What follows belongs to an exercise in optimizing a design on an open flow for small area, a short achievable clock period and few clock cycles per item; a production flow would make more cautious choices. Only simulation tests tie the RTL to the original design; equivalence was not proved. Power figures rest on the tool's default switching activity, not on a simulated workload.

==> run G: inputs <==
Design rv_core, start of the top module:
module rv_core (
    input  logic                  g_clk,
    input  logic                  i_rst,           
    input  logic                  i_instr_valid,   
    input  logic [XLEN-1:0]       i_instr,
    output logic                  o_instr_ready,
    output logic                  o_ret_valid,     
    output logic [XLEN-1:0]       o_ret_pc,
    output logic [XLEN-1:0]       o_ret_instr,
    output logic [REG_ADDR_W-1:0] o_ret_rd,
    output logic [XLEN-1:0]       o_ret_result,
    output logic                  o_ret_rd_wen,
    output logic                  o_ret_trap,
    input  logic                  i_ret_ready
);
export LEC_CHECK = 0
export CAP_MARGIN = 20
export CORE_MARGIN = 2
export CORE_UTILIZATION = 35
export CTS_CLUSTER_DIAMETER = 60
export CTS_CLUSTER_SIZE = 30
export SETUP_SLACK_MARGIN = 3.0
export SLEW_MARGIN = 20
export TNS_END_PERCENT = 0
create_clock -name core_clock -period 5.0 [get_ports {g_clk}]
run.sh (not shown) runs the stock make flow with config.mk's settings and CLKGATE_MAP_FILE= SYNTH_SCRIPT=/design/flow/synth_recipe.tcl, a recipe that flattens the netlist after the stock synthesis.
==> inputs of run Z, as changes to run G <==
Settings changed: CTS_CLUSTER_DIAMETER 60 to not set, CTS_CLUSTER_SIZE 30 to not set.
==> inputs of run P, as changes to run G <==
--- a/flow/design.v
+++ b/flow/design.v
@@ -96,57 +96,35 @@
 module rv_exec_stage (
     input  logic [XLEN-1:0]  i_a,
     input  logic [XLEN-1:0]  i_b,            
     input  logic [SEL_W-1:0] i_sel,          
     input  logic             i_sub,
     input  logic             i_sra,
-    input  logic             i_xinv,         
-    output logic [XLEN-1:0]  o_res,          
-    output logic [XLEN-1:0]  o_sum,          
-    output logic [XLEN-1:0]  o_sum_x,        
-    output logic [XLEN-1:0]  o_other         
+    output logic [XLEN-1:0]  o_res
 );
+    logic [XLEN:0]   sum;                    
     logic [XLEN-1:0] sll, sr;
     logic [4:0]      sh;
     logic            lt_s, lt_u;
-    logic [XLEN-1:0] g [0:5];
-    logic [XLEN-1:0] p [0:5];
-    logic [XLEN:0]   carry;
-    assign g[0] = i_a & i_b;
-    assign p[0] = i_a ^ i_b;
-    for (genvar l = 0; l < 5; l++) begin : g_ks
-        for (genvar i = 0; i < XLEN; i++) begin : g_bit
-            if (i >= (1 << l)) begin : g_op
-                assign g[l+1][i] = g[l][i] | (p[l][i] & g[l][i-(1<<l)]);
-                assign p[l+1][i] = p[l][i] & p[l][i-(1<<l)];
-            end else begin : g_pass
-                assign g[l+1][i] = g[l][i];
-                assign p[l+1][i] = p[l][i];
-            end
-        end
-    end
-    assign carry[0] = i_sub;
-    for (genvar i = 0; i < XLEN; i++) begin : g_carry
-        assign carry[i+1] = g[5][i] | (p[5][i] & i_sub);
-    end
-    assign o_sum   = p[0] ^ carry[XLEN-1:0];
-    assign o_sum_x = (p[0] ^ {XLEN{i_xinv}}) ^ carry[XLEN-1:0];
-    assign lt_u = !carry[XLEN];
-    assign lt_s = (i_a[XLEN-1] == i_b[XLEN-1]) ? i_a[XLEN-1] : o_sum[XLEN-1];
+    logic [XLEN+1:0] sum_c;
+    assign sum_c = {1'b0, i_a, 1'b1} + {1'b0, i_b, i_sub};
+    assign sum   = sum_c[XLEN+1:1];
+    assign lt_u = !sum[XLEN];
+    assign lt_s = (i_a[XLEN-1] == i_b[XLEN-1]) ? i_a[XLEN-1] : sum[XLEN-1];
     assign sh  = i_b[4:0];
     assign sll = i_a << sh;
     assign sr  = $unsigned($signed({i_sra & i_a[XLEN-1], i_a}) >>> sh);
     logic t_ab, t_x;
     assign t_ab = i_sel[SEL_AND] | i_sel[SEL_OR];
     assign t_x  = i_sel[SEL_XOR] | i_sel[SEL_OR];
-    assign o_other = ({XLEN{t_ab}}           & (i_a & i_b))   |
-                     ({XLEN{t_x}}            & p[0])          |
-                     ({XLEN{i_sel[SEL_SLL]}} & sll)           |
-                     ({XLEN{i_sel[SEL_SR]}}  & sr)            |
-                     {{(XLEN-1){1'b0}}, (i_sel[SEL_SLT] & lt_s) | (i_sel[SEL_SLTU] & lt_u)};
-    assign o_res = ({XLEN{i_sel[SEL_ADD]}} & o_sum) | o_other;
+    assign o_res = ({XLEN{i_sel[SEL_ADD]}} & sum[XLEN-1:0]) |
+                   ({XLEN{t_ab}}           & (i_a & i_b))   |
+                   ({XLEN{t_x}}            & (i_a ^ i_b))   |
+                   ({XLEN{i_sel[SEL_SLL]}} & sll)           |
+                   ({XLEN{i_sel[SEL_SR]}}  & sr)            |
+                   {{(XLEN-1){1'b0}}, (i_sel[SEL_SLT] & lt_s) | (i_sel[SEL_SLTU] & lt_u)};
 endmodule
 import rv_pkg::*;
 module rv_pipe_ctrl #(
     parameter logic [XLEN-1:0] PC_RESET_ADDR = 32'h1000_0000
 ) (
     input  logic            g_clk,
@@ -243,14 +221,13 @@
     logic [4:0]        rs1, rs2;
     logic              fwd_ex_a, fwd_ex_b, fwd_wb_a, fwd_wb_b;
     logic [XLEN-1:0]   ex_a_q, ex_b_q;
     logic [4:0]        ex_rd_q;
     logic [SEL_W-1:0]  ex_sel_q;
     logic              ex_sub_q, ex_sra_q, ex_wr_q;
-    logic [XLEN-1:0]   ex_res, ex_sum, ex_sum_x, ex_other, nf_a, nf_b;
-    logic              fs_a, fs_b;
+    logic [XLEN-1:0]   ex_res;
     logic [XLEN-1:0]   q_instr_q [2];
     logic [XLEN-1:0]   q_result_q [2];
     logic              q_trap_q [2];
     logic              q_wen_q [2];
     logic [XLEN-1:0]   wb_data_q;
     logic [4:0]        wb_rd_q;
@@ -301,22 +278,15 @@
         .i_rd_wdata (wb_data_q)
     );
     assign fwd_ex_a = ex_valid && ex_wr_q && ex_rd_q == rs1;
     assign fwd_ex_b = ex_valid && ex_wr_q && ex_rd_q == rs2 && !d_is_imm;
     assign fwd_wb_a = wb_pend_q && wb_rd_q == rs1;
     assign fwd_wb_b = wb_pend_q && wb_rd_q == rs2;
-    assign nf_a = fwd_wb_a ? wb_data_q : rf_a;
-    assign nf_b = (d_is_imm ? d_imm : fwd_wb_b ? wb_data_q : rf_b) ^ {XLEN{d_sub}};
-    assign fs_a = fwd_ex_a && ex_sel_q[SEL_ADD];
-    assign fs_b = fwd_ex_b && ex_sel_q[SEL_ADD];
-    assign d_a = ({XLEN{fs_a}}      & ex_sum)                      |
-                 ({XLEN{fwd_ex_a}}  & ex_other)                    |
-                 ({XLEN{!fwd_ex_a}} & nf_a);
-    assign d_b = ({XLEN{fs_b}}      & ex_sum_x)                    |
-                 ({XLEN{fwd_ex_b && !ex_sel_q[SEL_ADD]}} & (ex_other ^ {XLEN{d_sub}})) |
-                 ({XLEN{!fwd_ex_b}} & nf_b);
+    assign d_a = fwd_ex_a ? ex_res : fwd_wb_a ? wb_data_q : rf_a;
+    assign d_b = fwd_ex_b ? (ex_res ^ {XLEN{d_sub}}) :
+                 ((d_is_imm ? d_imm : fwd_wb_b ? wb_data_q : rf_b) ^ {XLEN{d_sub}});
     always_ff @(posedge g_clk) begin
         ex_a_q       <= d_a;
         ex_b_q       <= d_b;
         ex_rd_q      <= i_instr[11:7];
         ex_sel_q     <= d_sel;
         ex_sub_q     <= d_sub;
@@ -326,17 +296,13 @@
     rv_exec_stage rv_exec_stage_i (
         .i_a   (ex_a_q),
         .i_b   (ex_b_q),
         .i_sel (ex_sel_q),
         .i_sub (ex_sub_q),
         .i_sra (ex_sra_q),
-        .i_xinv  (d_sub),
-        .o_res   (ex_res),
-        .o_sum   (ex_sum),
-        .o_sum_x (ex_sum_x),
-        .o_other (ex_other)
+        .o_res (ex_res)
     );
     for (genvar i = 0; i < 2; i++) begin : g_q
         always_ff @(posedge g_clk) begin
             if (qi_load[i]) begin
                 q_instr_q[i]  <= i_instr;
                 q_trap_q[i]   <= d_illegal;
Settings changed: CTS_CLUSTER_DIAMETER 60 to not set, CTS_CLUSTER_SIZE 30 to not set.
==> inputs of run B, as changes to run G <==
Settings changed: PLACE_DENSITY set to 0.7.
==> summary of the runs <==
Sequential share of layout area, lowest first: run B, run Z, run P, run G.
Run B finished clean. Run Z passed the timing, DRC and antenna checks. Run P ran to the end with no violations. Run G finished with timing, DRC and antenna clean.
Final area, highest first: run B, run Z, run G, run P.
Of run Z and run P, run P has the higher sequential power (gap about 4%, measured against run P).
Between run B and run Z, the lower wire length is in run Z (gap about 0.28%, measured against run Z).
In die area, run B and run Z do not differ.
Total power: run Z is higher than run B (about 4%).
Sequential cell count is the same in run Z and run P.
Testbench counts of run G, summed over its fixed seeds: cycles 4,816, items 4,800.
Testbench counts of run Z, summed over its fixed seeds: cycles 4,816, items 4,800.
Testbench counts of run P, summed over its fixed seeds: cycles 4,816, items 4,800.
Testbench counts of run B, summed over its fixed seeds: cycles 4,816, items 4,800.

---

==> run a: inputs <==
rv_core, a different RTL version from the one above (not shown whole).
make LEC_CHECK=0 CAP_MARGIN=20 CORE_MARGIN=2 CORE_UTILIZATION=35 SETUP_SLACK_MARGIN=3.0 SLEW_MARGIN=20 TNS_END_PERCENT=0 finish   # period 5.0 ns
==> run b: changes against run a <==
--- a/flow/design.v
+++ b/flow/design.v
@@ -97,35 +97,57 @@
 module rv_exec_stage (
     input  logic [XLEN-1:0]  i_a,
     input  logic [XLEN-1:0]  i_b,            
     input  logic [SEL_W-1:0] i_sel,          
     input  logic             i_sub,
     input  logic             i_sra,
-    output logic [XLEN-1:0]  o_res
+    input  logic             i_xinv,         
+    output logic [XLEN-1:0]  o_res,          
+    output logic [XLEN-1:0]  o_sum,          
+    output logic [XLEN-1:0]  o_sum_x,        
+    output logic [XLEN-1:0]  o_other         
 );
-    logic [XLEN:0]   sum;                    
     logic [XLEN-1:0] sll, sr;
     logic [4:0]      sh;
     logic            lt_s, lt_u;
-    logic [XLEN+1:0] sum_c;
-    assign sum_c = {1'b0, i_a, 1'b1} + {1'b0, i_b, i_sub};
-    assign sum   = sum_c[XLEN+1:1];
-    assign lt_u = !sum[XLEN];
-    assign lt_s = (i_a[XLEN-1] == i_b[XLEN-1]) ? i_a[XLEN-1] : sum[XLEN-1];
+    logic [XLEN-1:0] g [0:5];
+    logic [XLEN-1:0] p [0:5];
+    logic [XLEN:0]   carry;
+    assign g[0] = i_a & i_b;
+    assign p[0] = i_a ^ i_b;
+    for (genvar l = 0; l < 5; l++) begin : g_ks
+        for (genvar i = 0; i < XLEN; i++) begin : g_bit
+            if (i >= (1 << l)) begin : g_op
+                assign g[l+1][i] = g[l][i] | (p[l][i] & g[l][i-(1<<l)]);
+                assign p[l+1][i] = p[l][i] & p[l][i-(1<<l)];
+            end else begin : g_pass
+                assign g[l+1][i] = g[l][i];
+                assign p[l+1][i] = p[l][i];
+            end
+        end
+    end
+    assign carry[0] = i_sub;
+    for (genvar i = 0; i < XLEN; i++) begin : g_carry
+        assign carry[i+1] = g[5][i] | (p[5][i] & i_sub);
+    end
+    assign o_sum   = p[0] ^ carry[XLEN-1:0];
+    assign o_sum_x = (p[0] ^ {XLEN{i_xinv}}) ^ carry[XLEN-1:0];
+    assign lt_u = !carry[XLEN];
+    assign lt_s = (i_a[XLEN-1] == i_b[XLEN-1]) ? i_a[XLEN-1] : o_sum[XLEN-1];
     assign sh  = i_b[4:0];
     assign sll = i_a << sh;
     assign sr  = $unsigned($signed({i_sra & i_a[XLEN-1], i_a}) >>> sh);
     logic t_ab, t_x;
     assign t_ab = i_sel[SEL_AND] | i_sel[SEL_OR];
     assign t_x  = i_sel[SEL_XOR] | i_sel[SEL_OR];
-    assign o_res = ({XLEN{i_sel[SEL_ADD]}} & sum[XLEN-1:0]) |
-                   ({XLEN{t_ab}}           & (i_a & i_b))   |
-                   ({XLEN{t_x}}            & (i_a ^ i_b))   |
-                   ({XLEN{i_sel[SEL_SLL]}} & sll)           |
-                   ({XLEN{i_sel[SEL_SR]}}  & sr)            |
-                   {{(XLEN-1){1'b0}}, (i_sel[SEL_SLT] & lt_s) | (i_sel[SEL_SLTU] & lt_u)};
+    assign o_other = ({XLEN{t_ab}}           & (i_a & i_b))   |
+                     ({XLEN{t_x}}            & p[0])          |
+                     ({XLEN{i_sel[SEL_SLL]}} & sll)           |
+                     ({XLEN{i_sel[SEL_SR]}}  & sr)            |
+                     {{(XLEN-1){1'b0}}, (i_sel[SEL_SLT] & lt_s) | (i_sel[SEL_SLTU] & lt_u)};
+    assign o_res = ({XLEN{i_sel[SEL_ADD]}} & o_sum) | o_other;
 endmodule
 import rv_pkg::*;
 module rv_pipe_ctrl #(
     parameter logic [XLEN-1:0] PC_RESET_ADDR = 32'h1000_0000
 ) (
     input  logic            g_clk,
@@ -213,13 +235,14 @@
     logic [XLEN-1:0]   d_imm, rf_a, rf_b, d_a, d_b;
     logic [4:0]        rs1, rs2;
     logic              fwd_ex_a, fwd_ex_b, fwd_wb_a, fwd_wb_b;
     logic [XLEN-1:0]   ex_a_q, ex_b_q, ex_instr_q;
     logic [SEL_W-1:0]  ex_sel_q;
     logic              ex_sub_q, ex_sra_q, ex_illegal_q, ex_wr_q;
-    logic [XLEN-1:0]   ex_res;
+    logic [XLEN-1:0]   ex_res, ex_sum, ex_sum_x, ex_other, nf_a, nf_b;
+    logic              fs_a, fs_b;
     logic [XLEN-1:0]   q_instr_q [2];
     logic [XLEN-1:0]   q_result_q [2];
     logic              q_trap_q [2];
     logic              q_wen_q [2];
     logic [XLEN-1:0]   wb_data_q;
     logic [4:0]        wb_rd_q;
@@ -268,15 +291,22 @@
         .i_rd_wdata (wb_data_q)
     );
     assign fwd_ex_a = ex_valid && ex_wr_q && ex_instr_q[11:7] == rs1;
     assign fwd_ex_b = ex_valid && ex_wr_q && ex_instr_q[11:7] == rs2 && !d_is_imm;
     assign fwd_wb_a = wb_pend_q && wb_rd_q == rs1;
     assign fwd_wb_b = wb_pend_q && wb_rd_q == rs2;
-    assign d_a = fwd_ex_a ? ex_res : fwd_wb_a ? wb_data_q : rf_a;
-    assign d_b = fwd_ex_b ? (ex_res ^ {XLEN{d_sub}}) :
-                 ((d_is_imm ? d_imm : fwd_wb_b ? wb_data_q : rf_b) ^ {XLEN{d_sub}});
+    assign nf_a = fwd_wb_a ? wb_data_q : rf_a;
+    assign nf_b = (d_is_imm ? d_imm : fwd_wb_b ? wb_data_q : rf_b) ^ {XLEN{d_sub}};
+    assign fs_a = fwd_ex_a && ex_sel_q[SEL_ADD];
+    assign fs_b = fwd_ex_b && ex_sel_q[SEL_ADD];
+    assign d_a = ({XLEN{fs_a}}      & ex_sum)                      |
+                 ({XLEN{fwd_ex_a}}  & ex_other)                    |
+                 ({XLEN{!fwd_ex_a}} & nf_a);
+    assign d_b = ({XLEN{fs_b}}      & ex_sum_x)                    |
+                 ({XLEN{fwd_ex_b && !ex_sel_q[SEL_ADD]}} & (ex_other ^ {XLEN{d_sub}})) |
+                 ({XLEN{!fwd_ex_b}} & nf_b);
     always_ff @(posedge g_clk) begin
         ex_a_q       <= d_a;
         ex_b_q       <= d_b;
         ex_instr_q   <= i_instr;
         ex_sel_q     <= d_sel;
         ex_sub_q     <= d_sub;
@@ -287,13 +317,17 @@
     rv_exec_stage rv_exec_stage_i (
         .i_a   (ex_a_q),
         .i_b   (ex_b_q),
         .i_sel (ex_sel_q),
         .i_sub (ex_sub_q),
         .i_sra (ex_sra_q),
-        .o_res (ex_res)
+        .i_xinv  (d_sub),
+        .o_res   (ex_res),
+        .o_sum   (ex_sum),
+        .o_sum_x (ex_sum_x),
+        .o_other (ex_other)
     );
     for (genvar i = 0; i < 2; i++) begin : g_q
         always_ff @(posedge g_clk) begin
             if (q_load[i]) begin
                 q_instr_q[i]  <= ex_instr_q;
                 q_result_q[i] <= ex_res;
==> impl_metrics.json <==
{
  "die_area_um2": 172800,
  "p_comb_frac": 0.142,
  "path_cells": "buf_8 > mux4_2 > mux4_2 > a222oi_1 > o21ai_2 > a21o_4 > mux2_2",
  "globalRouteMet1Util": 0.4109,
  "gp_congestion": 1.017,
  "status": "no timing/DRC/antenna violations",
  "slowest_delay_ns": 0.61,
  "seq_area_frac": 0.5157,
  "drive_above_1_share": 0.2090,
  "grt_usage": 0.3381,
  "seq_area_um2": 37430,
  "multi_input_area_share": 0.2972,
  "intPower_mw": 20.06,
  "clockPowerShare": 0.402,
  "swShare": 0.2812,
  "final-clk-cell-share": 0.06872,
  "fin_crit_ns": 3.394
}
Source of the figures above: run b

==> impl_metrics.json <==
{
  "grt_usage": 0.3317,
  "intPower_mw": 19.95,
  "globalRouteMet1Util": 0.3948,
  "drive_above_1_share": 0.2171,
  "multi_input_area_share": 0.3019,
  "slowest_delay_ns": 0.49,
  "path_cells": "clkbuf_4 > buf_4 > and2_4 > and2_2 > buf_12 > a22o_1 > a221oi_1 > nand4_1 > nor3_4 > buf_4 > a211o_1 > a31oi_1 > xnor2_1",
  "p_comb_frac": 0.165,
  "seq_area_frac": 0.5133,
  "yosysTopAreaCell": "edfxtp_1",
  "gp_congestion": 1.035,
  "timing.rr.start": "rv_core_top_i.wb_rd_q[4]",
  "largestRegisters": "rv_core_top_i.rv_regfile_i.regs x992, rv_core_top_i.q_instr_q x64, rv_core_top_i.q_result_q x64",
  "fin_crit_ns": 3.283,
  "met2_usage": 0.4748,
  "routed_wl_mm": 299.3,
  "clockPowerShare": 0.367,
  "status": "no timing/DRC/antenna violations",
  "seq_area_um2": 37420,
  "grt_pass1_wl_mm": 399.6,
  "die_area_um2": 173100
}
Source of the figures above: run a

Testbench counts of run a, summed over its fixed seeds: cycles 4,816, items 4,800.
Testbench counts of run b, summed over its fixed seeds: cycles 4,816, items 4,800.

==> re-timing with driven ports <==
How much do the figures lean on ideal ports? The routed layouts below were timed once more, with nothing changed but the port constraints. Step 1: set_driving_cell puts a clkbuf_16 on g_clk and a buf_2 on each other input, an assumption about the parent block. Step 2 times the ports against the registers' clock, not the clock port: input delays grow and output delays shrink by t, the midpoint of the rising clock arrivals with the driver on. Three values: ideal ports, drivers, drivers and shift; two values: the first two.
run	t, ns	slack for setup (ns)	worst register clock-pin slew, ns
run G of note 1	0.867	1.821 / 1.856 / 1.021	0.10 / 0.10
run Z of note 1	0.906	1.827 / 1.828 / 0.985	0.08 / 0.08
run P of note 1	0.883	1.793 / 1.793 / 0.998	0.07 / 0.07
run B of note 1	0.845	1.770 / 1.821 / 0.976	0.10 / 0.10
run a of note 2	0.873	1.717 / 1.753 / 0.900	0.07 / 0.07
run b of note 2	0.892	1.606 / 1.606 / 0.836	0.07 / 0.07
After both steps every run listed still meets setup and hold. The setup slack of run Z of note 1, which loses most, moves by +0.001 ns with the drivers and by -0.842 ns with both steps.
